Context: an optimization exercise on an open-source flow, tuned for small area, a short achievable clock period and few clock cycles per item. The choices shown serve that exercise and are no tape-out recipe. The RTL was checked by simulation tests, not by an equivalence proof against the original design.

`design/flow/run.sh`:
```
#!/bin/bash
# synth_recipe.tcl (not shown) runs the flow's synth.tcl, then flattens the netlist and writes it again
# the make line also repeats each setting of config.mk as NAME=value (left out here)
make -C /OpenROAD-flow-scripts/flow DESIGN_CONFIG=/design/flow/config.mk WORK_HOME=/design/flow/orfs CLKGATE_MAP_FILE= SYNTH_SCRIPT=/design/flow/synth_recipe.tcl finish
```
`design/flow/config.mk`:
```
export PLATFORM = sky130hd
export DESIGN_NAME = rv_alu_mc
export DESIGN_NICKNAME = rv_alu_mc
export VERILOG_FILES = /design/flow/design.v
export SDC_FILE = /design/flow/constraint.sdc
export NUM_CORES = 4
export LEC_CHECK = 0
export ABC_AREA = 1
export CAP_MARGIN = 20
export CORE_MARGIN = 2
export CORE_UTILIZATION = 40
export SETUP_SLACK_MARGIN = 3.0
export SLEW_MARGIN = 20
```
`design/flow/constraint.sdc`:
```
create_clock -name core_clock -period 8.0 [get_ports {clk}]
set_input_delay 1.6000 -clock core_clock [delete_from_list [all_inputs] [get_ports {clk}]]
set_output_delay 1.6000 -clock core_clock [all_outputs]
set_load 0.01 [all_outputs]
```
`design/flow/design.v`:
```
module rv_alu_mc #(
    parameter int WIDTH    = 32,
    parameter bit ENABLE_M = 1'b1
) (
    input  logic             clk,
    input  logic             rst_n,
    input  logic             in_valid,
    output logic             in_ready,
    input  logic [6:0]       opcode,
    input  logic [2:0]       funct3,
    input  logic [6:0]       funct7,
    input  logic [WIDTH-1:0] op1,
    input  logic [WIDTH-1:0] op2,
    output logic             out_valid,
    input  logic             out_ready,
    output logic [WIDTH-1:0] rez,
    output logic             busy
);
    localparam int MND = 2;                           
    localparam int NCL = (17 + MND - 1) / MND;        
    localparam int NCS = (7 + MND - 1) / MND;         
    localparam int LW  = 2 * MND * NCL;               
    localparam int SB  = 2 * MND * NCS;               
    localparam int SW  = 33 + 2 * MND;                
    localparam int BW  = (LW > 32) ? LW : 32;
    localparam int K_ALU = 0, K_MUL = 1, K_NGA = 2, K_NGB = 3, K_DVN = 4, K_DIV = 5,
                   K_NGR = 6, K_NGQ = 7;
    localparam int O_ADD = 0, O_SUB = 1, O_SLT = 2, O_SLTU = 3, O_XOR = 4, O_OR = 5,
                   O_AND = 6, O_SLL = 7, O_SRL = 8, O_SRA = 9, O_PASS = 10;
    logic             s1_q, ov_q;
    logic [7:0]       kind_q, kind_d;
    logic [10:0]      aop_q;
    logic             t0_en_q, t0_inv_q, t1_en_q, t1_inv_q, t1_up_q, cin_q;
    logic [MND-1:0]   one_q, two_q, ng_q, one_d, two_d, ng_d;   
    logic [4:0]       cnt_q;
    logic             last_q;
    logic             hi_q, short_q, rem_q, neg_q, dz_q, sb_q;
    logic [5:0]       za_q, zb_q;       
    logic             pa_q, pb_q;       
    logic [32:0]      a_q;      
    logic [BW-1:0]    b_q;      
    logic [32:0]      m_q;      
    logic [31:0]      rez_q;
    logic             sel_sum_q, m_sl_q, m_sh_q, m_ll_q, m_lh_q, d_r_q, d_q_q, d_1_q;   
    function automatic logic [5:0] clz32(input logic [31:0] v);
        clz32 = 6'd32;
        for (int i = 0; i < 32; i++) if (v[i]) clz32 = 6'(31 - i);
    endfunction
    function automatic logic neg_pow2(input logic [31:0] v);
        neg_pow2 = &(v[31:1] | ~v[30:0]);
    endfunction
    function automatic logic [2:0] booth(input logic d2, input logic d1, input logic d0);
        booth = {d2 && !(d1 && d0), d1 ^ d0, (d2 && !d1 && !d0) || (!d2 && d1 && d0)};
    endfunction
    logic        is_op, is_imm, is_m, base_op, add_op, f_mul, f_rem, s1, s2, sa, sb_;
    logic        short1, short2, swap;
    logic [10:0] aop;
    logic [32:0] a33, b33, xm;
    always_comb begin
        is_op   = (opcode == 7'b0110011);
        is_imm  = (opcode == 7'b0010011);
        is_m    = ENABLE_M && is_op && (funct7 == 7'b0000001);
        base_op = is_imm || (is_op && !is_m);
        add_op  = (opcode == 7'b0000011) || (opcode == 7'b0100011) || (opcode == 7'b1100111) ||
                  (opcode == 7'b1101111) || (opcode == 7'b0010111) || (opcode == 7'b1100011);
        aop = '0;
        if (base_op) begin
            case (funct3)
                3'd0: if (is_op && funct7[5]) aop[O_SUB] = 1'b1; else aop[O_ADD] = 1'b1;
                3'd1: aop[O_SLL] = 1'b1;
                3'd2: aop[O_SLT] = 1'b1;
                3'd3: aop[O_SLTU] = 1'b1;
                3'd4: aop[O_XOR] = 1'b1;
                3'd5: if (funct7[5]) aop[O_SRA] = 1'b1; else aop[O_SRL] = 1'b1;
                3'd6: aop[O_OR] = 1'b1;
                default: aop[O_AND] = 1'b1;
            endcase
        end else if (add_op) begin
            aop[O_ADD] = 1'b1;
        end else begin
            aop[O_PASS] = 1'b1;
        end
        f_mul = !funct3[2];
        f_rem = funct3[1];
        s1  = (funct3[1:0] != 2'b11) && op1[31];
        s2  = !funct3[1] && op2[31];
        a33 = {s1, op1};
        b33 = {s2, op2};
        short1 = (a33[32:SB-1] == '0) || (a33[32:SB-1] == '1);
        short2 = (b33[32:SB-1] == '0) || (b33[32:SB-1] == '1);
        swap   = short1 && !short2;         
        xm     = swap ? a33 : b33;
        sa  = !funct3[0] && op1[31];
        sb_ = !funct3[0] && op2[31];
    end
    logic [SW-1:0] y1, y2, t0, bs, bc, bt, sumw;
    logic [SW:0]   bsum;
    logic [32:0]   sum;
    logic          lt_s, lt_u;
    always_comb begin
        y1 = SW'($signed(m_q));
        y2 = SW'($signed({m_q, 1'b0}));
        t0 = t0_en_q ? SW'($signed(a_q)) : '0;
        if (t0_inv_q) t0[31:0] = ~a_q[31:0];
        bs = t0;
        bc = '0;
        for (int j = 0; j < MND; j++) begin
            bt = ({SW{one_q[j]}} & y1) | ({SW{two_q[j]}} & y2);
            if (j == 0) begin
                bt[31:0]     = (bt[31:0] | ({32{t1_en_q}} & b_q[31:0])) ^ {32{ng_q[0] || t1_inv_q}};
                bt[SW-1:32]  = (bt[SW-1:32] ^ {(SW-32){ng_q[0]}}) | {(SW-32){t1_up_q}};
                bc = bt;
            end else begin
                logic [SW-1:0] ns, nc;
                bt = ((bt ^ {SW{ng_q[j]}}) << (2*j)) | ({SW{ng_q[j]}} & ((SW'(1) << (2*j)) - SW'(1)));
                ns = bs ^ bc ^ bt;
                nc = ((bs & bc) | (bs & bt) | (bc & bt)) << 1;
                nc[0] = ng_q[j-1];
                bs = ns;
                bc = nc;
            end
        end
        bsum = {bs, 1'b1} + {bc, ng_q[MND-1] || cin_q};
        sumw = bsum[SW:1];
        sum  = sumw[32:0];
        lt_u = !sum[32];
        lt_s = (a_q[31] ^ b_q[31]) ? a_q[31] : sum[31];
    end
    logic [32:0]   h_n;
    logic [LW-1:0] l_n;
    always_comb begin
        h_n = sumw[SW-1:2*MND];
        l_n = {sumw[2*MND-1:0], b_q[LW-1:2*MND]};
    end
    logic        qbit;
    logic [31:0] r_n, q_n;
    always_comb begin
        qbit = !sumw[SW-1];
        r_n  = qbit ? sum[31:0] : a_q[31:0];
        q_n  = {m_q[30:0], qbit};
    end
    function automatic logic [31:0] rev32(input logic [31:0] v);
        for (int i = 0; i < 32; i++) rev32[i] = v[31 - i];
    endfunction
    logic [6:0]  kdiff;
    logic [4:0]  kal;
    logic        k_dvn, sh_left, sh_fill;
    logic [4:0]  sh_amt;
    logic [31:0] sh_in, sh_r, sh_out;
    always_comb begin
        k_dvn = kind_q[K_DVN];
        kdiff = {1'b0, zb_q} - {1'b0, za_q} + 7'(pa_q) - 7'(pb_q);
        kal   = (kdiff[6] || dz_q) ? 5'd0 : kdiff[4:0];
        sh_left = k_dvn || aop_q[O_SLL];
        sh_fill = aop_q[O_SRA] && a_q[31];
        sh_amt  = k_dvn ? kal : b_q[4:0];
        sh_in   = k_dvn ? b_q[31:0] : a_q[31:0];
        sh_r    = 32'($signed({sh_fill, (sh_left ? rev32(sh_in) : sh_in)}) >>> sh_amt);
        sh_out  = sh_left ? rev32(sh_r) : sh_r;
    end
    logic [31:0] rez_d;
    always_comb begin
        rez_d   = ({32{sel_sum_q}} & sum[31:0])
                | ({32{m_sl_q}} & {h_n[31-SB:0], l_n[LW-1:LW-SB]})
                | ({32{m_sh_q}} & 32'($signed(h_n) >>> (32 - SB)))
                | ({32{m_ll_q}} & l_n[31:0])
                | ({32{m_lh_q}} & {h_n[63-LW:0], l_n[LW-1:32]})
                | ({32{d_r_q && kind_q[K_DIV]}} & r_n)
                | ({32{d_q_q && kind_q[K_DIV]}} & q_n)
                | ({32{d_1_q && kind_q[K_DIV]}})
                | ({32{aop_q[O_SLT]}}  & {31'b0, lt_s})
                | ({32{aop_q[O_SLTU]}} & {31'b0, lt_u})
                | ({32{aop_q[O_XOR]}}  & (a_q[31:0] ^ b_q[31:0]))
                | ({32{aop_q[O_OR]}}   & (a_q[31:0] | b_q[31:0]))
                | ({32{aop_q[O_AND]}}  & (a_q[31:0] & b_q[31:0]))
                | ({32{aop_q[O_SLL] | aop_q[O_SRL] | aop_q[O_SRA]}} & sh_out)
                | ({32{aop_q[O_PASS]}} & a_q[31:0]);
    end
    logic done, adv, acc, mul_adv, div_adv;
    always_comb begin
        done = kind_q[K_ALU] || kind_q[K_NGR] || kind_q[K_NGQ] || (kind_q[K_MUL] && last_q) ||
               (kind_q[K_DIV] && last_q && !neg_q);
        adv      = !ov_q || out_ready;
        in_ready = !s1_q || (done && adv);
        acc      = in_valid && in_ready;
        mul_adv  = s1_q && kind_q[K_MUL] && (!last_q || adv);
        div_adv  = s1_q && kind_q[K_DIV] && (!last_q || neg_q || adv);
        out_valid = ov_q;
        busy      = s1_q && !ov_q;
        rez       = rez_q;
    end
    always_ff @(posedge clk or negedge rst_n) begin
        if (!rst_n) begin
            s1_q <= 1'b0;
            ov_q <= 1'b0;
        end else begin
            if (s1_q && done && adv) ov_q <= 1'b1;
            else if (out_ready)      ov_q <= 1'b0;
            if (acc)                 s1_q <= 1'b1;
            else if (done && adv)    s1_q <= 1'b0;
        end
    end
    logic sub_d, mul_first, sbd;
    always_comb begin
        kind_d    = kind_q;
        sub_d     = !aop_q[O_ADD];
        mul_first = 1'b0;
        sbd       = acc ? sb_ : sb_q;
        one_d = '0;
        two_d = '0;
        ng_d  = '0;
        if (acc) begin
            kind_d = '0;
            sub_d  = !aop[O_ADD];
            if (!is_m)      kind_d[K_ALU] = 1'b1;
            else if (f_mul) kind_d[K_MUL] = 1'b1;
            else if (sa)    kind_d[K_NGA] = 1'b1;
            else            kind_d[K_DVN] = 1'b1;
            if (is_m && f_mul) begin
                mul_first = 1'b1;
                for (int j = 0; j < MND; j++)
                    {ng_d[j], one_d[j], two_d[j]} =
                        booth(xm[2*j+1], xm[2*j], (j == 0) ? 1'b0 : xm[(j == 0) ? 0 : 2*j-1]);
            end
        end else if (s1_q) begin
            if (kind_q[K_NGA]) begin
                kind_d = '0;
                kind_d[K_DVN] = 1'b1;
            end
            if (kind_q[K_DVN]) kind_d = 8'(1) << K_DIV;
            if (kind_q[K_DIV] && last_q && neg_q) begin
                kind_d = rem_q ? 8'(1) << K_NGR : 8'(1) << K_NGQ;
                if (!rem_q) begin
                    one_d[0] = 1'b1;      
                    ng_d[0]  = 1'b1;
                end
            end
            if (kind_q[K_MUL]) begin
                if (mul_adv) begin
                    for (int j = 0; j < MND; j++)
                        {ng_d[j], one_d[j], two_d[j]} =
                            booth(b_q[2*MND+2*j+1], b_q[2*MND+2*j], b_q[2*MND+2*j-1]);
                end else begin
                    one_d = one_q;
                    two_d = two_q;
                    ng_d  = ng_q;
                end
            end
        end
    end
    always_ff @(posedge clk) begin
        kind_q   <= kind_d;
        one_q    <= one_d;
        two_q    <= two_d;
        ng_q     <= ng_d;
        t0_en_q  <= !(kind_d[K_NGQ] || mul_first);
        t0_inv_q <= kind_d[K_NGA] || kind_d[K_NGR];
        t1_en_q  <= kind_d[K_ALU] || kind_d[K_DIV];
        t1_inv_q <= (kind_d[K_ALU] && sub_d) || (kind_d[K_DIV] && !sbd);
        t1_up_q  <= kind_d[K_DIV];
        cin_q    <= (kind_d[K_ALU] && sub_d) || (kind_d[K_DIV] && !sbd) || kind_d[K_NGA] ||
                    kind_d[K_NGR];
        sel_sum_q <= (kind_d[K_ALU] && (acc ? (aop[O_ADD] || aop[O_SUB])
                                            : (aop_q[O_ADD] || aop_q[O_SUB]))) ||
                     kind_d[K_NGR] || kind_d[K_NGQ];
    end
    always_ff @(posedge clk) begin
        if (acc) begin
            hi_q  <= funct3[1:0] != 2'b00;
            rem_q <= f_rem;
            dz_q  <= (op2 == '0);
            sb_q  <= sb_;
            za_q  <= clz32(op1 ^ {32{sa}});
            zb_q  <= clz32(op2 ^ {32{sb_}});
            pa_q  <= sa && neg_pow2(op1);
            pb_q  <= sb_ && neg_pow2(op2);
            neg_q <= f_rem ? sa : ((sa ^ sb_) && (op2 != '0));
            aop_q <= is_m ? '0 : aop;
            a_q   <= {1'b0, op1};
            m_sl_q <= is_m && f_mul && (short1 || short2) && funct3[1:0] == 2'b00;
            m_sh_q <= is_m && f_mul && (short1 || short2) && funct3[1:0] != 2'b00;
            m_ll_q <= is_m && f_mul && !(short1 || short2) && funct3[1:0] == 2'b00;
            m_lh_q <= is_m && f_mul && !(short1 || short2) && funct3[1:0] != 2'b00;
            d_r_q  <= f_rem;
            d_q_q  <= !f_rem && (op2 != '0);
            d_1_q  <= !f_rem && (op2 == '0);
            if (is_m && f_mul) begin
                short_q <= short1 || short2;
                cnt_q   <= 5'((short1 || short2) ? NCS - 1 : NCL - 1);
                last_q  <= 1'b0;
                b_q     <= BW'($signed(xm));
                m_q     <= swap ? b33 : a33;
            end else begin
                b_q     <= BW'(op2);
            end
        end else if (s1_q) begin
            if (mul_adv) begin
                a_q    <= h_n;
                b_q    <= BW'(l_n);
                cnt_q  <= cnt_q - 5'd1;
                last_q <= (cnt_q == 5'd1);
            end
            if (kind_q[K_NGA]) a_q <= {1'b0, sum[31:0]};
            if (kind_q[K_DVN]) begin
                b_q    <= BW'({sb_q, sh_out});
                m_q    <= '0;
                cnt_q  <= kal;
                last_q <= (kal == 5'd0);
            end
            if (div_adv) begin
                a_q    <= {1'b0, r_n};
                b_q    <= BW'({b_q[32], b_q[32:1]});
                m_q    <= {1'b0, q_n};
                cnt_q  <= cnt_q - 5'd1;
                last_q <= (cnt_q == 5'd1);
            end
        end
        if (s1_q && done && adv) begin
            rez_q <= rez_d;
        end
    end
endmodule
```
==> impl_metrics.tcl, run 1 <==
set metrics [dict create \
    postSynthCellCount 3287 \
    gp_routability_congestion 1.07 \
    routed_wirelength_microns 125000 \
    grt_usage 0.419 \
    grt_start_max_net_pins 87 \
    area_delta_synth_final_pct 19.3 \
    setup.worst_path.start_class "flip-flop" \
    ys_types 71 \
    design.core.area_sq_um 56100 \
    dieArea_sq_um 58300 \
    post-synth-top-area-fraction 0.241 \
    crit_path_cell_trace "clkinvlp_4, buf_4, o22ai_2, xor2_1, fa_1, inv_1, ha_1, a21oi_2, nor2_1, a211oi_2, nand2_2, nor2_4, inv_1, a21oi_4, nor2_1, nor2_2, o21ai_4, nand3_1, nand2_1, xor2_1, buf_4, o21ai_1, o21ai_0, nand3b_1" \
    tritoncts "done" \
    port_buffers 119 \
    detailed_place.area_sq_um 24400 \
    drt_pass1_iterations 7 \
    synth_area_leader_cell "sky130_fd_sc_hd__edfxtp_1" \
    synth_async_sr_flop_share 0.0102 \
    met3RoutedLength_microns 18300 \
    r2r_path_start "one_q[1]" \
    routed_wire_length_per_instance_microns 29.9 \
    placementRows 87 \
    timing.critical_path.slowest_cell_delay_ns 0.55 \
    hold_path_class "flip-flop to flip-flop" \
    rrSetupSlack_ns 2.93 \
    wl_met2_microns 49700 \
    wire_length_of_the_first_global_routing_pass_microns 172000 \
    unrepaired_setup_endpoints_after_global_routing "true" \
    hold_violations 0 \
    cap_viol_max_count 0 \
    finalInstanceArea_sq_um 26900 \
    htree_levels 4 \
    routed-via-count 26700 \
    result_of_the_run "finished clean" \
    fmaxAchievable_mhz 197 \
    max-clock-path-buffers 2 \
    hold_path_startpoint "kind_q[6]" \
    layout_common_cells "sky130_fd_sc_hd__nand2_1 (785), sky130_fd_sc_hd__inv_1 (374), sky130_fd_sc_hd__o21ai_0 (293)" \
    synth_seq_cells 196 \
    highest_layer "met5" \
    min_period_ns 5.07 \
    die_y_microns 241 \
    io-pin-count 120 \
    final_net_count 3644 \
    worstPathMaxFanout 10 \
    drt_iter0_markers 4092 \
    detail-route-antenna-nets 0 \
    detailed_place_hpwl_microns 94400 \
    cts_num_sinks 196 \
    cts_root_buf "sky130_fd_sc_hd__clkbuf_16" \
    layout_cells_sized_above_1 0.110 \
    cts_buffers 17 \
    setup_viol 0 \
    timing.slew.headroom 0.110 \
    register_clock_pin_slew_on_the_reported_worst_setup_and_hold_paths_ns 0.09 \
    worst_ep_required_time_ns 8.22 \
    slew_viol_final 0 \
    detail_route.vias_per_cell 6.40 \
    fin_setup_tns_ns 0 \
    synth.yosys.seq_area_share 0.255 \
    initial_utilization 0.402 \
    fillerInstances 5758 \
    tightestPinTransition_ns 1.33 \
    worst_case_hold_slack_ns 0.515 \
    syn_area_per_cell_sq_um 6.86 \
    final_common_cell "sky130_fd_sc_hd__nand2_1" \
    vias_in_the_first_global_route 23800 \
    crit_slowest_cell "sky130_fd_sc_hd__fa_1" \
    path_buf_inv 5 \
    critical_path.startpoint "one_q[1]" \
    netlist_top_cells_area "sky130_fd_sc_hd__edfxtp_1 (24%), sky130_fd_sc_hd__nand2_1 (13%), sky130_fd_sc_hd__o21ai_0 (6.8%), sky130_fd_sc_hd__inv_1 (6.6%), sky130_fd_sc_hd__ha_1 (6.5%)" \
    ys.flop_type "sky130_fd_sc_hd__edfxtp_1" \
    cp_top_family "compound AO/OA/AOI/OAI gates" \
    yosys_warnings 1 \
    detail_route.drc_violations 0 \
    criticalPathCategory "flip-flop to flip-flop" \
    syn-num-nets 3530 \
    crit_path_arrival_time_ns 5.29 \
    syn_area_sq_um 22500 \
    synth-edff-count 181 \
    die_w_microns 241 \
    met1Wirelength_microns 46300 \
    cts_hold_buffers 0 \
    clock_insertion_delay_worst_skew_ns 0.53 \
    period_share 0.634 \
    initial_antenna_violation_count 7 \
    postLayoutCoreUtil 0.480 \
    worst_clock_skew_ns 0.0211 \
    cp-end-kind "flip-flop" \
    globalRoute.totalOverflow 0 \
]
-- kinds of logic (layout without fill, tap and decap cells) --
family | after synthesis | in the layout | synth area share
xor+xnor | 157 | 157 | 0.0610
other cells | 0 | 7 | 0
flops | 196 | 196 | 0.255
compound gates | 891 | 891 | 0.245
simple gates | 1294 | 1299 | 0.237
fa+ha+maj | 158 | 158 | 0.101
buf+inv | 591 | 713 | 0.101
-- Yosys cell counts, drive strengths merged (4+ instances only) --
cell       n
o21ai    377
a21oi    150
buf       52
a221oi    34
o22ai     88
a211oi    22
or2       14
a31o       4
a22oi     13
xnor2     15
a21boi     5
nand3    167
xor2     142
o221ai    72
inv      409
a31oi      9
nor3      25
edfxtp   181
o211ai    38
o2111ai   17
nor2     226
nand3b    18
fa        40
nand2    798
nand4     15
clkbuf   124
and2       4
a2111oi   11
clkinv     6
o21bai    13
ha       118
nor4      22
o21a       9
dfxtp     13
-- registers in the layout, indices dropped and copies added (netlist names), 2 cells and up --
register	flops
aop_q	11
one_q	2
a_q	33
rez_q	32
zb_q	6
cnt_q	5
za_q	6
b_q	36
ng_q	2
two_q	2
kind_q	7
m_q	33
-- timing repair --
item                                    in CTS  in global routing
endpoints found under the setup margin      95                100
resized for setup                           98                137
pin swaps                                    8                 26
cloned                                       9                  5
buffers inserted                            42                 40
-- cell type report --
cell class,count,area (sq um),share of cell area
clock inverters,14,170,0.00633
multi-input cells,2505,15500,0.576
repair buffers,258,2360,0.0877
well taps,756,946,0.0352
repair inverters,8,57.6,0.00214
inverters,415,1670,0.0622
flip-flops and latches,196,5750,0.214
clock buffers,18,439,0.0163
diodes,7,17.5,0.000652
-- worst reg2reg max path, delay by kind of cell (launching register included) --
family / cells / cell delay [ns]
XOR/XNOR: 2 / 0.27
flip-flops: 1 / 0.53
AND/OR/NAND/NOR: 8 / 1.03
AO/OA/AOI/OAI: 7 / 1.44
buffers and inverters: 5 / 0.74
adder cells (fa/ha/maj): 2 / 0.75
-- worst paths after layout --
kind | cells past startpoint | to
max reg2reg | 24 | rez_q[28]
min | 2 | kind_q[6]
min in group asynchronous | 1 | ov_q
max | 24 | rez_q[28]
max in group asynchronous | 1 | s1_q
min reg2reg | 2 | kind_q[6]
-- per-layer routing --
metal	vias up	track usage
met5	-	0
met4	2	0.287
met3	560	0.146
met2	2275	0.590
met1	12400	0.537
li1	11500	-
-- metrics by stage --
step	std cells	setup slack [ns]
3_5_place_dp	4042	1.66
6_report	4177	2.93
3_3_place_gp	4042	1.61
5_1_grt	4170	2.91
2_1_floorplan	3287	3.40
4_1_cts	4125	3.00
Testbench counts, summed over its fixed seeds: cycles 51,245, items 16,000.
==> inputs of run 2 (changes only) <==
--- a/design/flow/design.v
+++ b/design/flow/design.v
@@ -31,5 +31,6 @@
     logic [7:0]       kind_q, kind_d;
     logic [10:0]      aop_q;
-    logic             t0_en_q, t0_inv_q, t1_en_q, t1_inv_q, t1_up_q, cin_q;
+    logic             t0_en_q, t1_en_q, t1_inv_q, t1_up_q, cin_q;
+    logic             sa_q;             
     logic [MND-1:0]   one_q, two_q, ng_q, one_d, two_d, ng_d;   
     logic [4:0]       cnt_q;
@@ -37,5 +38,4 @@
     logic             hi_q, short_q, rem_q, neg_q, dz_q, sb_q;
     logic [5:0]       za_q, zb_q;       
-    logic             pa_q, pb_q;       
     logic [32:0]      a_q;      
     logic [BW-1:0]    b_q;      
@@ -57,4 +57,7 @@
     logic [10:0] aop;
     logic [32:0] a33, b33, xm;
+    logic [5:0]  za, zb;
+    logic        k0, run;
+    logic [31:0] bor;
     always_comb begin
         is_op   = (opcode == 7'b0110011);
@@ -93,6 +96,14 @@
         sa  = !funct3[0] && op1[31];
         sb_ = !funct3[0] && op2[31];
+        za  = clz32(op1 ^ {32{sa}}) - 6'(sa && neg_pow2(op1));
+        zb  = clz32(op2 ^ {32{sb_}}) - 6'(sb_ && neg_pow2(op2));
+        run = 1'b0;
+        for (int i = 31; i >= 0; i--) begin
+            run    = run | (op2[i] ^ sb_);
+            bor[i] = run;
+        end
+        k0  = !(|(op1 & ~bor));
     end
-    logic [SW-1:0] y1, y2, t0, bs, bc, bt, sumw;
+    logic [SW-1:0] y1, y2, t0, ta, bs, bc, bt, sumw;
     logic [SW:0]   bsum;
     logic [32:0]   sum;
@@ -102,5 +113,5 @@
         y2 = SW'($signed({m_q, 1'b0}));
         t0 = t0_en_q ? SW'($signed(a_q)) : '0;
-        if (t0_inv_q) t0[31:0] = ~a_q[31:0];
+        ta = {{(SW-32){t1_up_q}}, ({32{t1_en_q}} & b_q[31:0]) ^ {32{t1_inv_q}}};
         bs = t0;
         bc = '0;
@@ -108,7 +119,5 @@
             bt = ({SW{one_q[j]}} & y1) | ({SW{two_q[j]}} & y2);
             if (j == 0) begin
-                bt[31:0]     = (bt[31:0] | ({32{t1_en_q}} & b_q[31:0])) ^ {32{ng_q[0] || t1_inv_q}};
-                bt[SW-1:32]  = (bt[SW-1:32] ^ {(SW-32){ng_q[0]}}) | {(SW-32){t1_up_q}};
-                bc = bt;
+                bc = bt ^ {SW{ng_q[0]}};
             end else begin
                 logic [SW-1:0] ns, nc;
@@ -121,5 +130,5 @@
             end
         end
-        bsum = {bs, 1'b1} + {bc, ng_q[MND-1] || cin_q};
+        bsum = {bs, 1'b1} + {bc | ta, ng_q[MND-1] || cin_q};
         sumw = bsum[SW:1];
         sum  = sumw[32:0];
@@ -134,8 +143,9 @@
     end
     logic        qbit;
-    logic [31:0] r_n, q_n;
+    logic [32:0] r_n;
+    logic [31:0] q_n;
     always_comb begin
-        qbit = !sumw[SW-1];
-        r_n  = qbit ? sum[31:0] : a_q[31:0];
+        qbit = sumw[SW-1] ^ !sa_q;
+        r_n  = qbit ? sumw[32:0] : a_q;
         q_n  = {m_q[30:0], qbit};
     end
@@ -150,5 +160,5 @@
     always_comb begin
         k_dvn = kind_q[K_DVN];
-        kdiff = {1'b0, zb_q} - {1'b0, za_q} + 7'(pa_q) - 7'(pb_q);
+        kdiff = {1'b0, zb_q} - {1'b0, za_q};
         kal   = (kdiff[6] || dz_q) ? 5'd0 : kdiff[4:0];
         sh_left = k_dvn || aop_q[O_SLL];
@@ -166,5 +176,5 @@
                 | ({32{m_ll_q}} & l_n[31:0])
                 | ({32{m_lh_q}} & {h_n[63-LW:0], l_n[LW-1:32]})
-                | ({32{d_r_q && kind_q[K_DIV]}} & r_n)
+                | ({32{d_r_q && kind_q[K_DIV]}} & r_n[31:0])
                 | ({32{d_q_q && kind_q[K_DIV]}} & q_n)
                 | ({32{d_1_q && kind_q[K_DIV]}})
@@ -201,5 +211,5 @@
         end
     end
-    logic sub_d, mul_first, sbd;
+    logic sub_d, mul_first, sbd, sad, divx_d, dec_d;
     always_comb begin
         kind_d    = kind_q;
@@ -207,4 +217,5 @@
         mul_first = 1'b0;
         sbd       = acc ? sb_ : sb_q;
+        sad       = acc ? sa : sa_q;
         one_d = '0;
         two_d = '0;
@@ -215,6 +226,6 @@
             if (!is_m)      kind_d[K_ALU] = 1'b1;
             else if (f_mul) kind_d[K_MUL] = 1'b1;
-            else if (sa)    kind_d[K_NGA] = 1'b1;
-            else            kind_d[K_DVN] = 1'b1;
+            else if (sa || !k0) kind_d[K_DVN] = 1'b1;
+            else            kind_d[K_DIV] = 1'b1;
             if (is_m && f_mul) begin
                 mul_first = 1'b1;
@@ -224,8 +235,4 @@
             end
         end else if (s1_q) begin
-            if (kind_q[K_NGA]) begin
-                kind_d = '0;
-                kind_d[K_DVN] = 1'b1;
-            end
             if (kind_q[K_DVN]) kind_d = 8'(1) << K_DIV;
             if (kind_q[K_DIV] && last_q && neg_q) begin
@@ -236,4 +243,9 @@
                 end
             end
+            if (kind_q[K_NGQ]) begin      
+                one_d = one_q;
+                two_d = two_q;
+                ng_d  = ng_q;
+            end
             if (kind_q[K_MUL]) begin
                 if (mul_adv) begin
@@ -248,4 +260,7 @@
             end
         end
+        divx_d = acc ? (is_m && !f_mul)
+                     : ((kind_q[K_DVN] || kind_q[K_DIV]) && !(s1_q && kind_q[K_DIV] && last_q && neg_q));
+        dec_d  = acc && is_m && !f_mul && sa;
     end
     always_ff @(posedge clk) begin
@@ -255,10 +270,8 @@
         ng_q     <= ng_d;
         t0_en_q  <= !(kind_d[K_NGQ] || mul_first);
-        t0_inv_q <= kind_d[K_NGA] || kind_d[K_NGR];
         t1_en_q  <= kind_d[K_ALU] || kind_d[K_DIV];
-        t1_inv_q <= (kind_d[K_ALU] && sub_d) || (kind_d[K_DIV] && !sbd);
-        t1_up_q  <= kind_d[K_DIV];
-        cin_q    <= (kind_d[K_ALU] && sub_d) || (kind_d[K_DIV] && !sbd) || kind_d[K_NGA] ||
-                    kind_d[K_NGR];
+        t1_inv_q <= (kind_d[K_ALU] && sub_d) || (divx_d && (sad == sbd)) || dec_d;
+        t1_up_q  <= (divx_d && !sad) || dec_d;
+        cin_q    <= (kind_d[K_ALU] && sub_d) || (divx_d && (sad == sbd) && !dec_d) || kind_d[K_NGR];
         sel_sum_q <= (kind_d[K_ALU] && (acc ? (aop[O_ADD] || aop[O_SUB])
                                             : (aop_q[O_ADD] || aop_q[O_SUB]))) ||
@@ -271,11 +284,10 @@
             dz_q  <= (op2 == '0);
             sb_q  <= sb_;
-            za_q  <= clz32(op1 ^ {32{sa}});
-            zb_q  <= clz32(op2 ^ {32{sb_}});
-            pa_q  <= sa && neg_pow2(op1);
-            pb_q  <= sb_ && neg_pow2(op2);
+            sa_q  <= is_m && !f_mul && sa;
+            za_q  <= za;
+            zb_q  <= zb;
             neg_q <= f_rem ? sa : ((sa ^ sb_) && (op2 != '0));
             aop_q <= is_m ? '0 : aop;
-            a_q   <= {1'b0, op1};
+            a_q   <= {is_m && !f_mul && sa, op1};
             m_sl_q <= is_m && f_mul && (short1 || short2) && funct3[1:0] == 2'b00;
             m_sh_q <= is_m && f_mul && (short1 || short2) && funct3[1:0] != 2'b00;
@@ -292,5 +304,8 @@
                 m_q     <= swap ? b33 : a33;
             end else begin
-                b_q     <= BW'(op2);
+                b_q     <= BW'({is_m && sb_, op2});
+                m_q     <= '0;
+                cnt_q   <= '0;
+                last_q  <= 1'b1;
             end
         end else if (s1_q) begin
@@ -301,6 +316,6 @@
                 last_q <= (cnt_q == 5'd1);
             end
-            if (kind_q[K_NGA]) a_q <= {1'b0, sum[31:0]};
             if (kind_q[K_DVN]) begin
+                if (sa_q) a_q <= sumw[32:0];
                 b_q    <= BW'({sb_q, sh_out});
                 m_q    <= '0;
@@ -309,5 +324,5 @@
             end
             if (div_adv) begin
-                a_q    <= {1'b0, r_n};
+                a_q    <= r_n;
                 b_q    <= BW'({b_q[32], b_q[32:1]});
                 m_q    <= {1'b0, q_n};
==> design/flow/flow/run.sh (new file) <==
#!/bin/bash
# The standard layout (the standard.sh: standard synthesis, floorplan, placement, CTS,
# routing), with one change: the buffer that placement puts on every input and output port is
# sky130_fd_sc_hd__buf_2 instead of the cell the resizer picks by default.
set -euo pipefail
export BUFFER_PORTS_ARGS="-buffer_cell sky130_fd_sc_hd__buf_2"
bash standard.sh > standard.log 2>&1
==> design/flow/standard.sh (new file) <==
#!/bin/bash
# synth_recipe.tcl (not shown) runs the flow's synth.tcl, then flattens the netlist and writes it again
# the make line also repeats each setting of config.mk as NAME=value (left out here)
make -C /OpenROAD-flow-scripts/flow DESIGN_CONFIG=/design/flow/config.mk WORK_HOME=/design/flow/orfs CLKGATE_MAP_FILE= SYNTH_SCRIPT=/design/flow/synth_recipe.tcl "${@:-finish}"
--- a/design/flow/config.mk
+++ b/design/flow/config.mk
@@ -7,7 +7,7 @@
 export LEC_CHECK = 0
 export ABC_AREA = 1
-export CAP_MARGIN = 20
+export CAP_MARGIN = 30
 export CORE_MARGIN = 2
 export CORE_UTILIZATION = 40
-export SETUP_SLACK_MARGIN = 3.0
-export SLEW_MARGIN = 20
+export SETUP_SLACK_MARGIN = 3.3
+export SLEW_MARGIN = 30
removed: design/flow/run.sh
==> impl_metrics.tcl, run 2 <==
set metrics [dict create \
    routed-via-count 27700 \
    fin_setup_tns_ns 0 \
    setup.worst_path.start_class "flip-flop" \
    synth_area_leader_cell "sky130_fd_sc_hd__edfxtp_1" \
    layout_cells_sized_above_1 0.188 \
    hold-path-endpoint "sel_sum_q" \
    r2r_path_start "two_q[1]" \
    area_delta_synth_final_pct 20.0 \
    crit_slowest_cell "sky130_fd_sc_hd__edfxtp_1" \
    grt_usage 0.405 \
    postSynthCellCount 3355 \
    drt_iter0_markers 4508 \
    register_clock_pin_slew_on_the_reported_worst_setup_and_hold_paths_ns 0.09 \
    insertedDiodeCount 0 \
    final_common_cell "sky130_fd_sc_hd__nand2_1" \
    grt_start_max_net_pins 80 \
    met3RoutedLength_microns 19300 \
    detailed_place_hpwl_microns 92600 \
    cp_top_family "simple AND/OR/NAND/NOR gates" \
    cts_num_sinks 194 \
    cts_hold_buffers 0 \
    hold_path_startpoint "aop_q[1]" \
    worstPathMaxFanout 6 \
    routed_wirelength_microns 126000 \
    setup_viol 0 \
    worst_clock_skew_ns 0.0185 \
    criticalPathCategory "flip-flop to flip-flop" \
    ys.flop_type "sky130_fd_sc_hd__edfxtp_1" \
    gp_routability_congestion 1.08 \
    finalInstanceArea_sq_um 27600 \
    tritoncts "done" \
    globalRoute.totalOverflow 0 \
    clock_insertion_delay_worst_skew_ns 0.52 \
    crit_path_arrival_time_ns 5.15 \
    ys_types 72 \
    hold_violations 0 \
    result_of_the_run "finished clean" \
    hold_path_class "flip-flop to flip-flop" \
    timing.slew.headroom 0.164 \
    initial_antenna_violation_count 8 \
    placementRows 87 \
    initial_utilization 0.406 \
    vias_in_the_first_global_route 24600 \
    min_period_ns 4.98 \
    fillerInstances 5848 \
    max_flop_register "b_q" \
    detailed_place.area_sq_um 24100 \
    synth.most_common_cell "sky130_fd_sc_hd__nand2_1" \
    fmaxAchievable_mhz 201 \
    tightestPinTransition_ns 1.24 \
    synth-edff-count 181 \
    drt_pass1_iterations 9 \
    die_w_microns 244 \
    dieArea_sq_um 59400 \
    io-pin-count 120 \
    cts_buffers 17 \
    rrSetupSlack_ns 3.02 \
    final_net_count 3743 \
    worst_reg_to_reg_path_cell_count 25 \
    yosys_warnings 1 \
    synth_top_cells_by_count "sky130_fd_sc_hd__nand2_1 (854), sky130_fd_sc_hd__inv_1 (371), sky130_fd_sc_hd__o21ai_0 (329)" \
    syn-num-nets 3593 \
    syn_area_sq_um 23000 \
    unrepaired_setup_endpoints_after_global_routing "true" \
    detail_route.drc_violations 0 \
    wire_length_of_the_first_global_routing_pass_microns 174000 \
    worst_case_hold_slack_ns 0.558 \
    port_buffers 119 \
    synth_seq_cells 194 \
    detail_route.vias_per_cell 6.49 \
    max_ffs_per_register 36 \
    highest_layer "met5" \
    cp-end-kind "flip-flop" \
    slew_viol_final 0 \
    largest_registers_in_the_final_layout "b_q: 36 flops, a_q: 33 flops, m_q: 33 flops" \
    synth.yosys.seq_area_share 0.248 \
    syn_area_per_cell_sq_um 6.85 \
    layout_common_cells "sky130_fd_sc_hd__nand2_1 (818), sky130_fd_sc_hd__inv_1 (351), sky130_fd_sc_hd__o21ai_0 (284)" \
    htree_levels 4 \
    synth_async_sr_flop_share 0.0103 \
    design.core.area_sq_um 56600 \
    wl_met2_microns 50800 \
    timing.hold.worst_path_depth 2 \
    period_share 0.623 \
    die_y_microns 244 \
    max-clock-path-buffers 2 \
    routed_wire_length_per_instance_microns 29.6 \
    netlist_top_cells_area "sky130_fd_sc_hd__edfxtp_1 (24%), sky130_fd_sc_hd__nand2_1 (14%), sky130_fd_sc_hd__o21ai_0 (7.2%), sky130_fd_sc_hd__ha_1 (6.3%), sky130_fd_sc_hd__inv_1 (6.1%)" \
    detail-route-antenna-nets 0 \
    cts_root_buf "sky130_fd_sc_hd__clkbuf_16" \
    cap_viol_max_count 0 \
    met1Wirelength_microns 46200 \
    timing.critical_path.slowest_cell_delay_ns 0.52 \
    post-synth-top-area-fraction 0.236 \
    path_buf_inv 4 \
    worst_ep_required_time_ns 8.17 \
    crit-reg2reg-capture "rez_q[1]" \
]
## run 2: cell types whose count changed in the layout (fill, tap and decap cells not counted), moves of 29 or more
cell,delta
sky130_fd_sc_hd__clkdlybuf4s50_1,-117
sky130_fd_sc_hd__nand2_1,+33
sky130_fd_sc_hd__a21oi_1,+29
sky130_fd_sc_hd__buf_2,+115
sky130_fd_sc_hd__buf_4,+30
sky130_fd_sc_hd__o21ai_1,+35
sky130_fd_sc_hd__nor2_1,-31
sky130_fd_sc_hd__nand2_2,+29
sky130_fd_sc_hd__nand3_1,-67
sky130_fd_sc_hd__o211ai_1,+45
## run 2: worst register-to-register path, stage by stage (launching register included)
cell	delay, ns
sky130_fd_sc_hd__edfxtp_1	0.52
sky130_fd_sc_hd__clkinvlp_4	0.25
sky130_fd_sc_hd__buf_6	0.17
sky130_fd_sc_hd__o22ai_4	0.14
sky130_fd_sc_hd__xor2_2	0.10
sky130_fd_sc_hd__fa_1	0.41
sky130_fd_sc_hd__a21oi_1	0.15
sky130_fd_sc_hd__o21ai_0	0.14
sky130_fd_sc_hd__ha_1	0.38
sky130_fd_sc_hd__a21oi_2	0.19
sky130_fd_sc_hd__o21ai_2	0.10
sky130_fd_sc_hd__nand2_1	0.07
sky130_fd_sc_hd__o211ai_1	0.12
sky130_fd_sc_hd__nand3_1	0.13
sky130_fd_sc_hd__o2111ai_2	0.14
sky130_fd_sc_hd__nand2_1	0.12
sky130_fd_sc_hd__nand3_2	0.09
sky130_fd_sc_hd__xor2_2	0.18
sky130_fd_sc_hd__or2_4	0.26
sky130_fd_sc_hd__buf_4	0.16
sky130_fd_sc_hd__nand2_8	0.12
sky130_fd_sc_hd__buf_4	0.18
sky130_fd_sc_hd__nand2_2	0.05
sky130_fd_sc_hd__o21ai_2	0.08
sky130_fd_sc_hd__or2_4	0.14
sky130_fd_sc_hd__nand3b_1	0.26
## run 2: worst max-delay path by stage
stage | from | endpoint | slack (ns) | cells after the start
3_5_place_dp | one_q[0] | rez_q[21] | 1.97 | 24
3_3_place_gp | one_q[0] | rez_q[21] | 2.09 | 24
4_1_cts | two_q[1] | rez_q[25] | 3.29 | 25
6_report | two_q[1] | rez_q[1] | 3.02 | 25
2_1_floorplan | out_ready | b_q[0] | 3.41 | 12
5_1_grt | two_q[1] | rez_q[3] | 2.94 | 25
## run 2: per-stage QoR
stage                     cells   util  setup slack [ns]
after floorplan            3355      -              3.41
after global placement     4086  0.425              2.09
after detailed placement   4087  0.426              1.97
after CTS                  4176  0.450              3.29
after global routing       4274  0.488              2.94
final                      4274  0.488              3.02
## run 2: cell type report
class	instances	area [sq um]	share of cell area
multi-input cells	2588	16500	0.599
well taps	756	946	0.0343
repair inverters	8	51.3	0.00186
inverters	390	1550	0.0560
clock buffers	18	439	0.0159
flip-flops and latches	194	5710	0.207
clock inverters	14	184	0.00666
repair buffers	306	2200	0.0796
## run 2: repair_timing
| action | CTS | global route |
|---|---|---|
| gates cloned | 13 | 5 |
| hold endpoints to repair | 0 | 0 |
| setup buffers | 44 | 93 |
| pin swaps | 26 | 87 |
| endpoints found under the setup margin | 109 | 132 |
| resized for setup | 76 | 317 |
## run 2: logic make-up (layout without fill, tap and decap cells)
kind of cell,count (synthesis),in the layout,share of synthesized area
mux,4,4,0.00174
compound gates,991,992,0.262
flops,194,194,0.248
xor+xnor,166,166,0.0639
simple gates,1264,1273,0.226
fa+ha+maj,153,153,0.0957
buf+inv,583,736,0.102
## run 2: layer usage
metal,global-route usage,vias up
li1,-,11900
met1,0.518,12900
met2,0.577,2337
met3,0.151,576
met4,0.243,16
met5,0.00654,-
Testbench counts of run 2, summed over its fixed seeds: cycles 48,965, items 16,000.
==> inputs of run 3 (changes only) <==
==> design/flow/run.sh (new file) <==
#!/bin/bash
# synth_recipe.tcl (not shown) runs the flow's synth.tcl, then flattens the netlist and writes it again
# the make line also repeats each setting of config.mk as NAME=value (left out here)
make -C /OpenROAD-flow-scripts/flow DESIGN_CONFIG=/design/flow/config.mk WORK_HOME=/design/flow/orfs CLKGATE_MAP_FILE= SYNTH_SCRIPT=/design/flow/synth_recipe.tcl finish
removed: design/flow/flow/run.sh
removed: design/flow/standard.sh
==> impl_metrics.tcl, run 3 <==
set metrics [dict create \
    worst_ep_required_time_ns 8.16 \
    netlist_top_cells_area "sky130_fd_sc_hd__edfxtp_1 (24%), sky130_fd_sc_hd__nand2_1 (14%), sky130_fd_sc_hd__o21ai_0 (7.2%), sky130_fd_sc_hd__ha_1 (6.3%), sky130_fd_sc_hd__inv_1 (6.1%)" \
    layout_common_cells "sky130_fd_sc_hd__nand2_1 (819), sky130_fd_sc_hd__inv_1 (351), sky130_fd_sc_hd__o21ai_0 (277)" \
    die_w_microns 244 \
    crit_path_cell_trace "buf_6, clkinvlp_4, buf_6, o22ai_2, xor2_1, fa_1, inv_1, ha_4, nand2_1, nor3_4, nand2_2, nor4_4, nand3_1, nand3_2, xor2_4, or2_4, nand2_8, buf_4, nand2_1, o21ai_2, nand2_1, nand4_1" \
    finalInstanceArea_sq_um 27900 \
    area_delta_synth_final_pct 21.5 \
    detailed_place.area_sq_um 24700 \
    worst_clock_skew_ns 0.0220 \
    syn_area_per_cell_sq_um 6.85 \
    fillerInstances 5672 \
    synth_xor_xnor_area_share 0.0639 \
    postLayoutCoreUtil 0.494 \
    crit_path_arrival_time_ns 5.03 \
    cts_buffers 17 \
    tightestPinTransition_ns 1.21 \
    min_period_ns 4.87 \
    vias_in_the_first_global_route 24400 \
    drt_iter0_markers 5192 \
    synth-edff-count 181 \
    synth-adder-area-share 0.0957 \
    synth_async_sr_flop_share 0.0103 \
    fin_setup_tns_ns 0 \
    grt_usage 0.398 \
    max_flop_register "b_q" \
    clock_insertion_delay_worst_skew_ns 0.53 \
    syn-num-nets 3593 \
    final_net_count 3721 \
    initial_antenna_violation_count 7 \
    register_clock_pin_slew_on_the_reported_worst_setup_and_hold_paths_ns 0.08 \
    period_share 0.609 \
    synth_simple_gate_area_frac 0.226 \
    tritoncts "done" \
    hold_violations 0 \
    placementRows 87 \
    max-clock-path-buffers 2 \
    drt_pass1_iterations 9 \
    cap_viol_max_count 0 \
    r2r_path_start "one_q[1]" \
    design.core.area_sq_um 56600 \
    max_ffs_per_register 36 \
    syn_area_sq_um 23000 \
    routed_wirelength_microns 123000 \
    yosys_warnings 1 \
    rrSetupSlack_ns 3.13 \
    io-pin-count 120 \
    cts_num_sinks 194 \
    synth_seq_cells 194 \
    detail_route.drc_violations 0 \
    hold_path_startpoint "sb_q" \
    gp_routability_congestion 1.08 \
    crit_path_frequent_cell "sky130_fd_sc_hd__nand2_1" \
    fmaxAchievable_mhz 205 \
    synth_top_family_by_area "compound AO/OA/AOI/OAI gates" \
    routed_wire_length_per_instance_microns 28.9 \
    largest_registers_in_the_final_layout "b_q: 36 flops, a_q: 33 flops, m_q: 33 flops" \
    globalRoute.totalOverflow 0 \
    grt_start_max_net_pins 78 \
    timing.slew.headroom 0.187 \
    hold_path_class "flip-flop to flip-flop" \
    synth_area_leader_cell "sky130_fd_sc_hd__edfxtp_1" \
    setup.worst_path.start_class "flip-flop" \
    synth.yosys.seq_area_share 0.248 \
    cts_hold_buffers 0 \
    worstPathMaxFanout 10 \
    cp-end-kind "flip-flop" \
    postSynthCellCount 3355 \
    initial_utilization 0.406 \
    timing.critical_path.slowest_cell_delay_ns 0.57 \
    detail-route-antenna-nets 0 \
    slew_viol_final 0 \
    result_of_the_run "finished clean" \
    dieArea_sq_um 59400 \
    ys_types 72 \
    critical_path.startpoint "one_q[1]" \
    detail_route.vias_per_cell 6.48 \
    wire_length_of_the_first_global_routing_pass_microns 171000 \
    htree_levels 4 \
    synth-compound-area-share 0.262 \
    routed-via-count 27600 \
    synth.most_common_cell "sky130_fd_sc_hd__nand2_1" \
    yosys-mux-area-fraction 0.00174 \
    detailed_place_hpwl_microns 89600 \
    criticalPathCategory "flip-flop to flip-flop" \
    layout_cells_sized_above_1 0.147 \
    ys.flop_type "sky130_fd_sc_hd__edfxtp_1" \
    die_y_microns 244 \
    port_buffers 119 \
    unrepaired_setup_endpoints_after_global_routing "true" \
    cts_root_buf "sky130_fd_sc_hd__clkbuf_16" \
    post-synth-top-area-fraction 0.236 \
    synth_top_cells_by_count "sky130_fd_sc_hd__nand2_1 (854), sky130_fd_sc_hd__inv_1 (371), sky130_fd_sc_hd__o21ai_0 (329)" \
    final_common_cell "sky130_fd_sc_hd__nand2_1" \
    setup_viol 0 \
    crit_slowest_cell "sky130_fd_sc_hd__fa_1" \
]
[run 3: final cells by class]
class                   instances  area, sq um  share of cell area
inverters                     390         1550              0.0553
clock buffers                  17          425              0.0152
multi-input cells            2586        16300               0.584
repair buffers                288         2730              0.0976
flip-flops and latches        194         5710               0.204
repair inverters                6         60.1             0.00215
diodes                          3         7.51            0.000269
clock inverters                15          186             0.00667
well taps                     756          946              0.0339
[run 3: kinds of logic after synthesis]
kind of cell,count (synthesis)
and+or+nand+nor,1264
muxes,4
xor gates and xnor gates,166
DFF,194
buffers and inverters,583
adders and majority gates,153
AOI/OAI and AO/OA,991
[run 3: path summary, 6_finish.rpt]
| kind | to | cells after the start |
|---|---|---|
| hold reg to reg | sb_q | 2 |
| hold / removal | sb_q | 2 |
| setup / recovery | rez_q[25] | 22 |
| setup reg to reg | rez_q[25] | 22 |
| max in group asynchronous | s1_q | 1 |
| min in group asynchronous | ov_q | 1 |
[run 3: critical path, delay by kind of cell, from the launching register on]
kind	cells	cell delay, ns
DFF	1	0.46
xor gates and xnor gates	2	0.40
and+or+nand+nor	11	1.95
adders and majority gates	2	0.87
buffers and inverters	5	0.65
AOI/OAI and AO/OA	2	0.18
[run 3: through the flow]
step                hold slack (ns)  setup slack [ns]  std cells
floorplan                     0.483              3.41       3355
CTS                           0.553              3.23       4186
global route                  0.595              3.04       4253
detailed placement            0.533              1.82       4089
finish                        0.565              3.13       4255
global placement              0.528              1.82       4088
[run 3: metal layers]
layer | global-route usage | wire length, microns
met4 | 0.244 | 10200
met3 | 0.165 | 20200
met5 | 0 | 62
met2 | 0.569 | 49000
met1 | 0.496 | 43600
[run 3: timing repair]
action / CTS / global route
setup buffers: 53 / 63
endpoints found under the setup margin: 141 / 155
resized for setup: 126 / 286
endpoints found under the hold margin: 0 / 0
pin swaps: 36 / 65
gates cloned: 12 / 2
==> inputs of run 4 (changes only) <==
--- a/design/flow/config.mk
+++ b/design/flow/config.mk
@@ -10,4 +10,4 @@
 export CORE_MARGIN = 2
 export CORE_UTILIZATION = 40
-export SETUP_SLACK_MARGIN = 3.3
+export SETUP_SLACK_MARGIN = 3.0
 export SLEW_MARGIN = 30
==> impl_metrics.tcl, run 4 <==
set metrics [dict create \
    result_of_the_run "finished clean" \
    detail_route.drc_violations 0 \
    synth_area_leader_cell "sky130_fd_sc_hd__edfxtp_1" \
    grt_start_max_net_pins 78 \
    worstPathMaxFanout 16 \
    worst_clock_skew_ns 0.0225 \
    met1Wirelength_microns 43800 \
    synth_async_sr_flop_share 0.0103 \
    vias_in_the_first_global_route 23800 \
    synth_top_cells_by_count "sky130_fd_sc_hd__nand2_1 (854), sky130_fd_sc_hd__inv_1 (371), sky130_fd_sc_hd__o21ai_0 (329)" \
    die_y_microns 244 \
    max-clock-path-buffers 2 \
    initial_antenna_violation_count 7 \
    min_period_ns 4.98 \
    ys.flop_type "sky130_fd_sc_hd__edfxtp_1" \
    unrepaired_setup_endpoints_after_global_routing "true" \
    htree_levels 4 \
    layout_common_cells "sky130_fd_sc_hd__nand2_1 (839), sky130_fd_sc_hd__inv_1 (359), sky130_fd_sc_hd__o21ai_0 (303)" \
    design.core.area_sq_um 56600 \
    wire_length_of_the_first_global_routing_pass_microns 168000 \
    post-synth-top-area-fraction 0.236 \
    synth-edff-count 181 \
    initial_utilization 0.406 \
    tightestPinTransition_ns 1.21 \
    postSynthCellCount 3355 \
    netlist_top_cells_area "sky130_fd_sc_hd__edfxtp_1 (24%), sky130_fd_sc_hd__nand2_1 (14%), sky130_fd_sc_hd__o21ai_0 (7.2%), sky130_fd_sc_hd__ha_1 (6.3%), sky130_fd_sc_hd__inv_1 (6.1%)" \
    cts_num_sinks 194 \
    timing.slew.headroom 0.190 \
    layout_cells_sized_above_1 0.0986 \
    multi_input_area_sq_um 15600 \
    routed_wirelength_microns 121000 \
    detail_route.vias_per_cell 6.43 \
    hold_violations 0 \
    cts_hold_buffers 0 \
    fin_setup_tns_ns 0 \
    syn-num-nets 3593 \
    io-pin-count 120 \
    tritoncts "done" \
    fillerInstances 5822 \
    cts_buffers 17 \
    syn_area_sq_um 23000 \
    gp_routability_congestion 1.08 \
    dieArea_sq_um 59400 \
    detail-route-antenna-nets 0 \
    port_buffers 119 \
    cap_viol_max_count 0 \
    drt_iter0_markers 5087 \
    die_w_microns 244 \
    max_flop_register "b_q" \
    drt_pass1_iterations 9 \
    met3RoutedLength_microns 19200 \
    final_net_count 3685 \
    ys_types 72 \
    slew_viol_final 0 \
    cts_root_buf "sky130_fd_sc_hd__clkbuf_16" \
    routed-via-count 27100 \
    globalRoute.totalOverflow 0 \
    regArea_sq_um 5710 \
    largest_registers_in_the_final_layout "b_q: 36 flops, a_q: 33 flops, m_q: 33 flops" \
    fmaxAchievable_mhz 201 \
    wl_met2_microns 49100 \
    setup.worst_path.start_class "flip-flop" \
    register_clock_pin_slew_on_the_reported_worst_setup_and_hold_paths_ns 0.08 \
    area_delta_synth_final_pct 16.3 \
    placementRows 87 \
    hold_path_class "flip-flop to flip-flop" \
    worst_ep_required_time_ns 8.19 \
    highest_layer "met5" \
    routed_wire_length_per_instance_microns 28.7 \
    postLayoutCoreUtil 0.473 \
    max_ffs_per_register 36 \
    period_share 0.623 \
    crit_path_arrival_time_ns 5.17 \
    synth_seq_cells 194 \
    detailed_place_hpwl_microns 89600 \
    final_common_cell "sky130_fd_sc_hd__nand2_1" \
    criticalPathCategory "flip-flop to flip-flop" \
    syn_area_per_cell_sq_um 6.85 \
    cp-end-kind "flip-flop" \
    synth.yosys.seq_area_share 0.248 \
    grt_usage 0.389 \
    yosys_warnings 1 \
    clock_insertion_delay_worst_skew_ns 0.53 \
    synth.most_common_cell "sky130_fd_sc_hd__nand2_1" \
    setup_viol 0 \
]
==> run 4: worst max-delay path, cell delays in order (launching register included) <==
cell	delay [ns]
sky130_fd_sc_hd__edfxtp_1	0.41
sky130_fd_sc_hd__buf_4	0.15
sky130_fd_sc_hd__buf_4	0.13
sky130_fd_sc_hd__buf_6	0.18
sky130_fd_sc_hd__xor2_1	0.19
sky130_fd_sc_hd__fa_1	0.42
sky130_fd_sc_hd__a21oi_1	0.10
sky130_fd_sc_hd__o21ai_0	0.10
sky130_fd_sc_hd__ha_1	0.39
sky130_fd_sc_hd__a21oi_1	0.18
sky130_fd_sc_hd__o21ai_2	0.09
sky130_fd_sc_hd__nand2_1	0.07
sky130_fd_sc_hd__o211ai_1	0.16
sky130_fd_sc_hd__nand3_1	0.11
sky130_fd_sc_hd__o2111ai_1	0.14
sky130_fd_sc_hd__a21oi_2	0.25
sky130_fd_sc_hd__xor2_1	0.75
sky130_fd_sc_hd__nor2_1	0.19
sky130_fd_sc_hd__a21oi_1	0.19
sky130_fd_sc_hd__o2111a_1	0.21
sky130_fd_sc_hd__o211ai_1	0.21
==> run 4: final timing paths <==
path / from / end / slack, ns / depth (start not counted)
setup / recovery: ng_q[1] / rez_q[0] / 3.02 / 20
hold / removal: sb_q / sb_q / 0.57 / 2
setup reg to reg: ng_q[1] / rez_q[0] / 3.02 / 20
hold reg to reg: sb_q / sb_q / 0.57 / 2
max in group asynchronous: rst_n / ov_q / 6.66 / 1
min in group asynchronous: rst_n / s1_q / 1.22 / 1
==> run 4: cell families (layout without fill, tap and decap cells) <==
family,Yosys count,in the layout,synth area share
AO/OA/AOI/OAI,991,993,0.262
XOR/XNOR,166,166,0.0639
adder cells (fa/ha/maj),153,153,0.0957
buffers and inverters,583,681,0.102
flip-flops,194,194,0.248
multiplexers,4,4,0.00174
other,0,1,0
AND/OR/NAND/NOR,1264,1269,0.226
==> run 4: repair_timing <==
| action | CTS | global route |
|---|---|---|
| endpoints found under the hold margin | 0 | 0 |
| buffers inserted | 18 | 65 |
| setup endpoints to repair | 127 | 143 |
| gates resized for setup | 29 | 151 |
| gates cloned | 5 | 7 |
| pin swaps | 4 | 33 |
==> run 4: final cells by class <==
class	count	area share
multi-input cells	2585	0.582
flip-flops and latches	194	0.213
repair buffers	254	0.0862
inverters	390	0.0585
well taps	756	0.0354
clock buffers	17	0.0159
clock inverters	15	0.00697
repair inverters	5	0.00154
diodes	1	0.0000935
==> run 4: metal layers <==
metal	vias to the layer above	global-route usage
met2	2272	0.564
li1	11700	-
met5	-	0
met3	573	0.144
met4	10	0.228
met1	12500	0.492
==> run 4: stage by stage <==
stage | hold slack [ns] | setup slack, ns | instances | instance area (sq um)
2_1_floorplan | 0.483 | 3.41 | 3355 | 23000
3_3_place_gp | 0.528 | 1.82 | 4088 | 24700
3_5_place_dp | 0.533 | 1.82 | 4089 | 24700
4_1_cts | 0.553 | 2.98 | 4144 | 25600
5_1_grt | 0.595 | 2.90 | 4216 | 26700
6_report | 0.575 | 3.02 | 4217 | 26700
==> inputs of run 5 (changes only) <==
==> design/flow/flow/run.sh (new file) <==
#!/bin/bash
# The standard layout (the standard.sh: standard synthesis, floorplan, placement, CTS,
# routing) with two changes:
#  - the buffer that placement puts on every input and output port is sky130_fd_sc_hd__buf_2
#    instead of the cell the resizer picks by default;
#  - timing repair aims at 3.3 ns of setup slack up to and including CTS, and at 3.0 ns in the
#    repair after global routing, which otherwise spends much area for little gain.
set -euo pipefail
export BUFFER_PORTS_ARGS="-buffer_cell sky130_fd_sc_hd__buf_2"
SETUP_SLACK_MARGIN=3.3 bash standard.sh cts > standard_to_cts.log 2>&1
SETUP_SLACK_MARGIN=3.0 bash standard.sh > standard_from_cts.log 2>&1
==> design/flow/standard.sh (new file) <==
#!/bin/bash
# synth_recipe.tcl (not shown) runs the flow's synth.tcl, then flattens the netlist and writes it again
# the make line also repeats each setting of config.mk as NAME=value (left out here)
make -C /OpenROAD-flow-scripts/flow DESIGN_CONFIG=/design/flow/config.mk WORK_HOME=/design/flow/orfs CLKGATE_MAP_FILE= SYNTH_SCRIPT=/design/flow/synth_recipe.tcl "${@:-finish}"
--- a/design/flow/config.mk
+++ b/design/flow/config.mk
@@ -10,4 +10,3 @@
 export CORE_MARGIN = 2
 export CORE_UTILIZATION = 40
-export SETUP_SLACK_MARGIN = 3.0
 export SLEW_MARGIN = 30
removed: design/flow/run.sh
==> impl_metrics.tcl, run 5 <==
set metrics [dict create \
    result_of_the_run "finished clean" \
    tightestPinTransition_ns 1.23 \
    yosys_warnings 1 \
    finalInstanceArea_sq_um 25800 \
    regArea_sq_um 5710 \
    drt_pass1_iterations 8 \
    crit_path_frequent_cell "sky130_fd_sc_hd__nand2_1" \
    hold_path_class "flip-flop to flip-flop" \
    fillerInstances 6052 \
    crit_path_cell_trace "clkinvlp_4, buf_4, o22ai_2, xor2_1, fa_1, ha_1, buf_4, nand2_1, inv_1, a21oi_4, o21ai_2, a21boi_2, o21ai_2, a21oi_2, o21ai_2, nand2_1, nand3_2, nand2_1, nand2_1, or2_2, nand2_4, o21ai_1, a21oi_2, nand4_1" \
    design.core.area_sq_um 56600 \
    dpl.cell_count 4087 \
    syn_area_per_cell_sq_um 6.85 \
    routed_wire_length_per_instance_microns 29.4 \
    cts_root_buf "sky130_fd_sc_hd__clkbuf_16" \
    drt_iter0_markers 4728 \
    htree_levels 4 \
    netlist_top_cells_area "sky130_fd_sc_hd__edfxtp_1 (24%), sky130_fd_sc_hd__nand2_1 (14%), sky130_fd_sc_hd__o21ai_0 (7.2%), sky130_fd_sc_hd__ha_1 (6.3%), sky130_fd_sc_hd__inv_1 (6.1%)" \
    io-pin-count 120 \
    syn-num-nets 3593 \
    max_flop_register "b_q" \
    timing.slew.headroom 0.172 \
    ys_types 72 \
    syn_area_sq_um 23000 \
    instances_no_fill 4201 \
    synth_async_sr_flop_share 0.0103 \
    worstPathMaxFanout 4 \
    grt_start_max_net_pins 80 \
    crit_slowest_cell "sky130_fd_sc_hd__edfxtp_1" \
    routed_wirelength_microns 124000 \
    largest_registers_in_the_final_layout "b_q: 36 flops, a_q: 33 flops, m_q: 33 flops" \
    worst_ep_required_time_ns 8.18 \
    initial_antenna_violation_count 8 \
    final_net_count 3668 \
    setup.worst_path.start_class "flip-flop" \
    layout_cells_sized_above_1 0.123 \
    cp-end-kind "flip-flop" \
    initial_utilization 0.406 \
    final_common_cell "sky130_fd_sc_hd__nand2_1" \
    criticalPathCategory "flip-flop to flip-flop" \
    detailed_place.area_sq_um 24100 \
    cap_viol_max_count 0 \
    multi_input_area_sq_um 15400 \
    synth.yosys.seq_area_share 0.248 \
    routed-via-count 27100 \
    synth_top_cells_by_count "sky130_fd_sc_hd__nand2_1 (854), sky130_fd_sc_hd__inv_1 (371), sky130_fd_sc_hd__o21ai_0 (329)" \
    post-synth-top-area-fraction 0.236 \
    synth_area_leader_cell "sky130_fd_sc_hd__edfxtp_1" \
    globalRoute.totalOverflow 0 \
    placementRows 87 \
    die_y_microns 244 \
    die_w_microns 244 \
    unrepaired_setup_endpoints_after_global_routing "true" \
    grt_usage 0.405 \
    timing.critical_path.slowest_cell_delay_ns 0.51 \
    detail_route.drc_violations 0 \
    slew_viol_final 0 \
    area_delta_synth_final_pct 12.2 \
    postSynthCellCount 3355 \
    detailed_place_hpwl_microns 92600 \
    crit_path_arrival_time_ns 5.19 \
    register_clock_pin_slew_on_the_reported_worst_setup_and_hold_paths_ns 0.09 \
    detail-route-antenna-nets 0 \
    synth.most_common_cell "sky130_fd_sc_hd__nand2_1" \
    fmaxAchievable_mhz 200 \
    port_buffers 119 \
    dieArea_sq_um 59400 \
    vias_in_the_first_global_route 24600 \
    setup_viol 0 \
    synth_seq_cells 194 \
    cts_buffers 17 \
    wire_length_of_the_first_global_routing_pass_microns 174000 \
    max-clock-path-buffers 2 \
    ys.flop_type "sky130_fd_sc_hd__edfxtp_1" \
    path_buf_inv 4 \
    period_share 0.626 \
    clock_insertion_delay_worst_skew_ns 0.52 \
    hold_violations 0 \
    min_period_ns 5.01 \
    cp_top_family "compound AO/OA/AOI/OAI gates" \
    worst_clock_skew_ns 0.0165 \
    fin_setup_tns_ns 0 \
    cts_num_sinks 194 \
    gp_routability_congestion 1.08 \
    tritoncts "done" \
    detail_route.vias_per_cell 6.46 \
    max_ffs_per_register 36 \
    layout_common_cells "sky130_fd_sc_hd__nand2_1 (843), sky130_fd_sc_hd__inv_1 (359), sky130_fd_sc_hd__o21ai_0 (316)" \
    synth-edff-count 181 \
]
==> run 5: cell counts after synthesis <==
No cell type changed its count.
==> run 5: metal layers <==
metal	part of all wire	up-vias	GRT usage
li1	-	11700	-
met2	0.40	2250	0.577
met3	0.16	515	0.151
met1	0.37	12600	0.518
met5	0.0022	-	0.00654
met4	0.078	14	0.243
==> run 5: logic make-up (layout without fill, tap and decap cells) <==
| kind of cell | after synthesis | in the layout | synth area share |
|---|---|---|---|
| and+or+nand+nor | 1264 | 1271 | 0.226 |
| other | 0 | 2 | 0 |
| buffers and inverters | 583 | 663 | 0.102 |
| xor gates and xnor gates | 166 | 166 | 0.0639 |
| muxes | 4 | 4 | 0.00174 |
| AOI/OAI and AO/OA | 991 | 992 | 0.262 |
| adders and majority gates | 153 | 153 | 0.0957 |
| DFF | 194 | 194 | 0.248 |
==> run 5: timing repair <==
| item | in CTS | in global routing |
|---|---|---|
| pin swaps | 26 | 24 |
| cloned | 13 | 1 |
| buffers inserted | 44 | 22 |
| endpoints found under the setup margin | 109 | 79 |
| hold buffers | 0 | 0 |
| resized for setup | 76 | 39 |
==> run 5: area by class of cell <==
cell class / count / area share
Multi-Input combinational cell: 2586 / 0.598
Sequential cell: 194 / 0.221
Inverter: 390 / 0.0589
Timing Repair Buffer: 235 / 0.0586
Tap cell: 756 / 0.0367
Clock buffer: 18 / 0.0170
Clock inverter: 14 / 0.00713
Timing Repair inverter: 6 / 0.00160
Antenna cell: 2 / 0.000194
==> run 5: worst paths after layout <==
path                          start        end  slack (ns)  cells past startpoint
min                        aop_q[1]  sel_sum_q        0.56                      2
min reg2reg                aop_q[1]  sel_sum_q        0.56                      2
max reg2reg                two_q[1]  rez_q[25]        2.99                     24
max                        two_q[1]  rez_q[25]        2.99                     24
max in group asynchronous     rst_n       s1_q        7.05                      1
min in group asynchronous     rst_n       ov_q        0.85                      1
==> run 5: stage by stage <==
stage,utilization,hold WS (ns),worst slack (ns)
after floorplan,-,0.483,3.41
after global placement,0.425,0.559,2.09
after detailed placement,0.426,0.542,1.97
after CTS,0.450,0.562,3.29
after global routing,0.456,0.623,2.92
final,0.456,0.558,2.99
==> run 5: worst min-delay path: cells and delay by family (launching register included) <==
kind | cells | cell delay [ns]
and+or+nand+nor | 1 | 0.08
AOI/OAI and AO/OA | 1 | 0.12
DFF | 1 | 0.33

## static timing again, ports no longer ideal
In the flow no input, the clock included, has a driving cell. The finished layouts below were timed again as built, in two steps.
Step 1 assumes that a clkbuf_16 drives the clock port and a buf_2 every other input.
Step 2 moves the port delays by t, midway between the first and last clock arrival at a register: inputs arrive t later, outputs are due t later. That takes back most of the time a late clock gives input paths.
Three values: ideal ports, drivers, drivers and shift; two values: the first two.
| run | t (ns) | setup WS [ns] | worst setup path after step 2 | latest minus earliest clock arrival (ns) | worst data-port slew with drivers (ns) |
|---|---|---|---|---|---|
| run 1 | 0.583 | 2.931 / 2.931 / 2.516 | input to register | 0.021 / 0.021 | 0.05 |
| run 2 | 0.568 | 3.017 / 3.017 / 2.824 | input to register | 0.018 / 0.018 | 0.06 |
| run 3 | 0.583 | 3.125 / 3.125 / 2.880 | input to register | 0.022 / 0.022 | 0.05 |
| run 4 | 0.581 | 3.017 / 3.017 / 2.552 | input to register | 0.023 / 0.023 | 0.05 |
| run 5 | 0.570 | 2.990 / 2.990 / 2.750 | input to register | 0.016 / 0.016 | 0.04 |
After both steps setup and hold are still met in every run listed. For run 4, which loses most, drivers alone change the setup slack by 0.000 ns; drivers and shift together by -0.465 ns.
